Source: an optimization exercise on an open RTL-to-GDS flow (aim: small area). Production flows keep margins and buffers that such runs may drop.
In this exercise RTL edits were held to simulation tests only and were not proved equivalent to the original.
No activity file was given, so power comes from the tool's default toggle rates.

==> flow/design.v <==
`default_nettype none
package rx_pkg;
	typedef struct packed {
		logic [256-1:0] data;
		logic [32-1:0]  ctrl;
	} rx_word_t;
	typedef enum logic [1:0] {
		SPEED_25G = 2'd0,
		SPEED_40G = 2'd1,
		SPEED_50G = 2'd2
	} rx_speed_t;
	typedef struct packed {
		logic       sof;
		logic [2:0] sof_lane;   
		logic       eof;
		logic [4:0] eof_lane;   
		logic       in_frame;
	} rx_evt_t;
	typedef struct packed {
		logic [7:0]  sof_mark;    
		logic        same_word;   
		logic [6:0]  rsvd;
		logic [15:0] bytes;
	} rx_bcnt_t;
endpackage
`default_nettype wire
`default_nettype none
module rx_mac_top (
	input  wire                clk,
	input  wire                reset_,
	input  wire  [1:0]         speed,        
	input  wire                init_done,
	input  wire  [287:0]       rx_in,        
	output logic [287:0]       rx_out,       
	output logic               x_we,
	output logic               x_bcnt_we,
	output logic [31:0]        x_byte_cnt,   
	output logic               linkup
);
	localparam int LINK_MAX = 8 + 2;   
	logic [32-1:0]       ctrl;
	logic [256-1:0]      data;
	assign ctrl = rx_in[32-1:0];
	assign data = rx_in[287:32];
	logic [8-1:0] start_found;
	logic [8-1:0] seq_found;
	logic [32-1:0]       term_found;
	logic [32-1:0]       term_m;
	logic                       start_any;
	logic [2:0]                 start_pos;
	logic                       term_any;
	logic [4:0]                 term_lane;    
	always_comb begin
		for (int k = 0; k < 8; k++) begin
			start_found[k] = ctrl[4*k] && (data[32*k +: 8] == 8'hfb);
			seq_found[k]   = ctrl[4*k] && (data[32*k +: 8] == 8'h9c);
		end
		for (int l = 0; l < 32; l++) begin
			term_found[l] = ctrl[l] && (data[8*l +: 8] == 8'hfd);
		end
	end
	assign start_any = |start_found;
	always_comb begin
		start_pos = 3'd0;
		for (int k = 8 - 1; k >= 0; k--)
			if (start_found[k])
				start_pos = 3'(k);
	end
	logic [1:0] ph;       
	logic       inf;      
	logic       sof_q;    
	logic       wf;       
	logic       ef;       
	logic       b1;
	logic       blast;
	logic       sof_hit;
	logic       eof1;
	assign b1    = (ph == 2'd1);
	assign blast = (ph == ((speed == 2'd0) ? 2'd3 : 2'd1));
	assign sof_hit = start_any && !inf && (ph == 2'd0 || !ef);
	logic       tq_any;    
	logic [4:0] tq_lane;   
	logic [7:0] grp_ok;
	always_comb begin
		for (int g = 0; g < 8; g++)
			grp_ok[g] = inf || (|(start_found & 8'((16'd2 << g) - 16'd1)));
	end
	always_comb begin
		for (int l = 0; l < 32; l++)
			term_m[l] = term_found[l] && grp_ok[l/4];
		term_any  = |term_m;
		term_lane = 5'd0;   
		for (int l = 32 - 1; l >= 0; l--)
			if (term_m[l])
				term_lane = 5'(l + 1);
	end
	always_ff @(posedge clk) begin
		tq_any  <= term_any;
		tq_lane <= term_lane;
	end
	assign eof1 = b1 && inf && tq_any;
	always_ff @(posedge clk) begin
		ph    <= sof_hit ? 2'd1 : (blast ? 2'd0 : ph + 2'd1);
		sof_q <= sof_hit;
		if (!reset_) begin
			inf <= 1'b0;
			wf  <= 1'b0;
			ef  <= 1'b0;
		end else begin
			if (eof1)
				inf <= 1'b0;
			else if (sof_hit)
				inf <= 1'b1;
			if (b1) begin
				wf <= inf;
				ef <= eof1;
			end
		end
	end
	always_ff @(posedge clk) begin
		if (b1)
			rx_out <= rx_in;
	end
	assign x_we      = wf && blast;
	assign x_bcnt_we = ef && blast;
	logic [10:0] cnt_hi;
	logic [4:0]  cnt_lo;
	logic        cnt_cy;
	logic [2:0]  sof_pos;
	logic        same_word;
	logic [5:0]  word_bytes;   
	logic [5:0]  lo_sum;
	assign word_bytes = {tq_lane == 5'd0, tq_lane};
	assign lo_sum = {1'b0, cnt_lo[4:2], 2'b00} + word_bytes;
	always_ff @(posedge clk) begin
		cnt_cy <= 1'b0;
		if (b1 && inf) begin
			if (sof_q) begin
				cnt_lo <= {word_bytes[4:2] - start_pos, word_bytes[1:0]};
			end else begin
				cnt_lo <= lo_sum[4:0];
				cnt_cy <= lo_sum[5];
			end
		end
		if (sof_q)
			cnt_hi <= 11'(word_bytes[5] && start_found[0]);
		else
			cnt_hi <= cnt_hi + 11'(cnt_cy);
		if (sof_q) begin
			sof_pos   <= start_pos;
			same_word <= tq_any;
		end
	end
	assign x_byte_cnt = {8'(1) << sof_pos, same_word, 7'd0, cnt_hi, cnt_lo};
	logic       seq_q;
	logic       fault;
	logic [3:0] clean;   
	assign fault = !init_done || seq_q;
	always_ff @(posedge clk) begin
		if (!reset_) begin
			seq_q  <= 1'b0;
			clean  <= 4'd0;
			linkup <= 1'b0;
		end else begin
			seq_q  <= |seq_found;
			clean  <= fault ? 4'd0 : (clean == 4'(LINK_MAX) ? clean : clean + 4'd1);
			linkup <= (clean == 4'(LINK_MAX));
		end
	end
endmodule
`default_nettype wire
==> flow/config.mk <==
export PLATFORM = sky130hd
export DESIGN_NAME = rx_mac_top
export DESIGN_NICKNAME = rx_mac_top
export VERILOG_FILES = /design/flow/design.v
export SDC_FILE = /design/flow/constraint.sdc
export NUM_CORES = 4
export LEC_CHECK = 0
export CAP_MARGIN = 0
export CORE_MARGIN = 2
export CORE_UTILIZATION = 40
export GPL_TIMING_DRIVEN = 0
export PLACE_DENSITY = 0.6
export SLEW_MARGIN = 0
==> flow/constraint.sdc <==
create_clock -name core_clock -period 4.0 [get_ports {clk}]
set_input_delay 0.8000 -clock core_clock [delete_from_list [all_inputs] [get_ports {clk}]]
set_output_delay 0.8000 -clock core_clock [all_outputs]
set_load 0.01 [all_outputs]
standard.sh (not shown) runs the stock make flow with config.mk's settings and CLKGATE_MAP_FILE= SYNTH_SCRIPT=/design/flow/synth_recipe.tcl, a recipe that flattens the netlist after the stock synthesis.
==> flow/flow/run.sh <==
#!/bin/bash
# layout flow: the standard flow with three changes
#  - synthesis maps the logic between the registers with an area-oriented ABC
#    script (flow/area.abc); the registers are mapped as in the standard flow
#  - the port buffers are the smallest buffer
#  - the clock tree uses larger sink clusters and no dummy loads
set -e
W=$PWD
{
	cat <<'EOT'
proc abc {args} {
  set i [lsearch -exact $args -script]
  if { $i >= 0 } {
    set args [lreplace $args [expr {$i + 1}] [expr {$i + 1}] $::env(MY_ABC_SCRIPT)]
  }
  yosys abc {*}$args
}
EOT
	cat synth_recipe.tcl
} > my_synth.tcl
sed "s#SYNTH_SCRIPT=[^ ]*#SYNTH_SCRIPT=$W/my_synth.tcl#" standard.sh > my_standard.sh
export MY_ABC_SCRIPT=$W/flow/area.abc
export BUFFER_PORTS_ARGS="-buffer_cell sky130_fd_sc_hd__buf_1"
export CTS_ARGS="-sink_clustering_enable -repair_clock_nets -sink_clustering_size 16 -sink_clustering_max_diameter 100 -buf_list {sky130_fd_sc_hd__clkbuf_4 sky130_fd_sc_hd__clkbuf_8} -dont_use_dummy_load"
bash my_standard.sh > standard.log 2>&1
==> flow/flow/area.abc <==
strash
&get -n
&st
&syn2
&dch -f
&nf -a -R 1000
&st
&syn2
&dch -f
&nf -a -R 1000
&put
topo
dnsize -c
==> next run, changes <==
--- a/flow/design.v
+++ b/flow/design.v
@@ -43,10 +43,11 @@
 	assign ctrl = rx_in[32-1:0];
 	assign data = rx_in[287:32];
 	logic [8-1:0] start_found;
 	logic [8-1:0] seq_found;
 	logic [32-1:0]       term_found;
+	logic [32-1:0]       past_start;   
 	logic [32-1:0]       term_m;
 	logic                       start_any;
 	logic [2:0]                 start_pos;
 	logic                       term_any;
 	logic [4:0]                 term_lane;    
@@ -55,10 +56,14 @@
 			start_found[k] = ctrl[4*k] && (data[32*k +: 8] == 8'hfb);
 			seq_found[k]   = ctrl[4*k] && (data[32*k +: 8] == 8'h9c);
 		end
 		for (int l = 0; l < 32; l++) begin
 			term_found[l] = ctrl[l] && (data[8*l +: 8] == 8'hfd);
+			past_start[l] = 1'b0;
+			for (int k = 0; k < 8; k++)
+				if (4*k < l)
+					past_start[l] = past_start[l] | start_found[k];
 		end
 	end
 	assign start_any = |start_found;
 	always_comb begin
 		start_pos = 3'd0;
@@ -78,23 +83,17 @@
 	assign b1    = (ph == 2'd1);
 	assign blast = (ph == ((speed == 2'd0) ? 2'd3 : 2'd1));
 	assign sof_hit = start_any && !inf && (ph == 2'd0 || !ef);
 	logic       tq_any;    
 	logic [4:0] tq_lane;   
-	logic [7:0] grp_ok;
 	always_comb begin
-		for (int g = 0; g < 8; g++)
-			grp_ok[g] = inf || (|(start_found & 8'((16'd2 << g) - 16'd1)));
-	end
-	always_comb begin
-		for (int l = 0; l < 32; l++)
-			term_m[l] = term_found[l] && grp_ok[l/4];
+		term_m    = term_found & (inf ? '1 : past_start);
 		term_any  = |term_m;
-		term_lane = 5'd0;   
+		term_lane = 5'd0;
 		for (int l = 32 - 1; l >= 0; l--)
 			if (term_m[l])
-				term_lane = 5'(l + 1);
+				term_lane = 5'(l);
 	end
 	always_ff @(posedge clk) begin
 		tq_any  <= term_any;
 		tq_lane <= term_lane;
 	end
@@ -128,26 +127,25 @@
 	logic        cnt_cy;
 	logic [2:0]  sof_pos;
 	logic        same_word;
 	logic [5:0]  word_bytes;   
 	logic [5:0]  lo_sum;
-	assign word_bytes = {tq_lane == 5'd0, tq_lane};
+	assign word_bytes = tq_any ? 6'(tq_lane) + 6'd1 : 6'd32;
 	assign lo_sum = {1'b0, cnt_lo[4:2], 2'b00} + word_bytes;
 	always_ff @(posedge clk) begin
 		cnt_cy <= 1'b0;
 		if (b1 && inf) begin
 			if (sof_q) begin
 				cnt_lo <= {word_bytes[4:2] - start_pos, word_bytes[1:0]};
+				cnt_hi <= 11'(word_bytes[5] && start_found[0]);
 			end else begin
 				cnt_lo <= lo_sum[4:0];
 				cnt_cy <= lo_sum[5];
 			end
+		end else begin
+			cnt_hi <= cnt_hi + 11'(cnt_cy);
 		end
-		if (sof_q)
-			cnt_hi <= 11'(word_bytes[5] && start_found[0]);
-		else
-			cnt_hi <= cnt_hi + 11'(cnt_cy);
 		if (sof_q) begin
 			sof_pos   <= start_pos;
 			same_word <= tq_any;
 		end
 	end
Sequential share of layout area climbs by 0.78 points.
Count of clock-buffer cells in the layout stays the same.
Synthesized area rises slightly.
Routed wire length came out lower by a few percent.
Power is higher slightly.
Non-clock buffer count drops by 6.
Die area rose slightly.
Clock power is about the same.
Sequential power goes up slightly.

[afterwards: timing with drivers on the ports]
Ports are ideal in the flow. The routed layouts listed here were re-timed in OpenROAD. Step 1 sets driving cells, clkbuf_16 on the clock port and buf_2 on the other inputs (assumed; they add their load-dependent delay and slew). Step 2 times the ports against the registers' clock, not the clock port: input delays grow and output delays shrink by t, the midpoint of the rising clock arrivals with the driver on. a / b / c = ideal ports / drivers / drivers and shift; a / b = the first two.
| run | t, ns | slack for setup (ns) | latest minus earliest clock arrival (ns) | worst data-port slew with drivers (ns) |
|---|---|---|---|---|
| the first run | 0.601 | 0.226 / 0.209 / -0.392 | 0.034 / 0.034 | 0.11 |
| the second run | 0.598 | 0.448 / 0.457 / -0.141 | 0.046 / 0.046 | 0.10 |
With both steps, setup timing fails in the first run and the second run, where it was met with ideal ports. For the first run, which loses most, drivers alone change the setup slack by -0.017 ns; drivers and shift together by -0.618 ns.
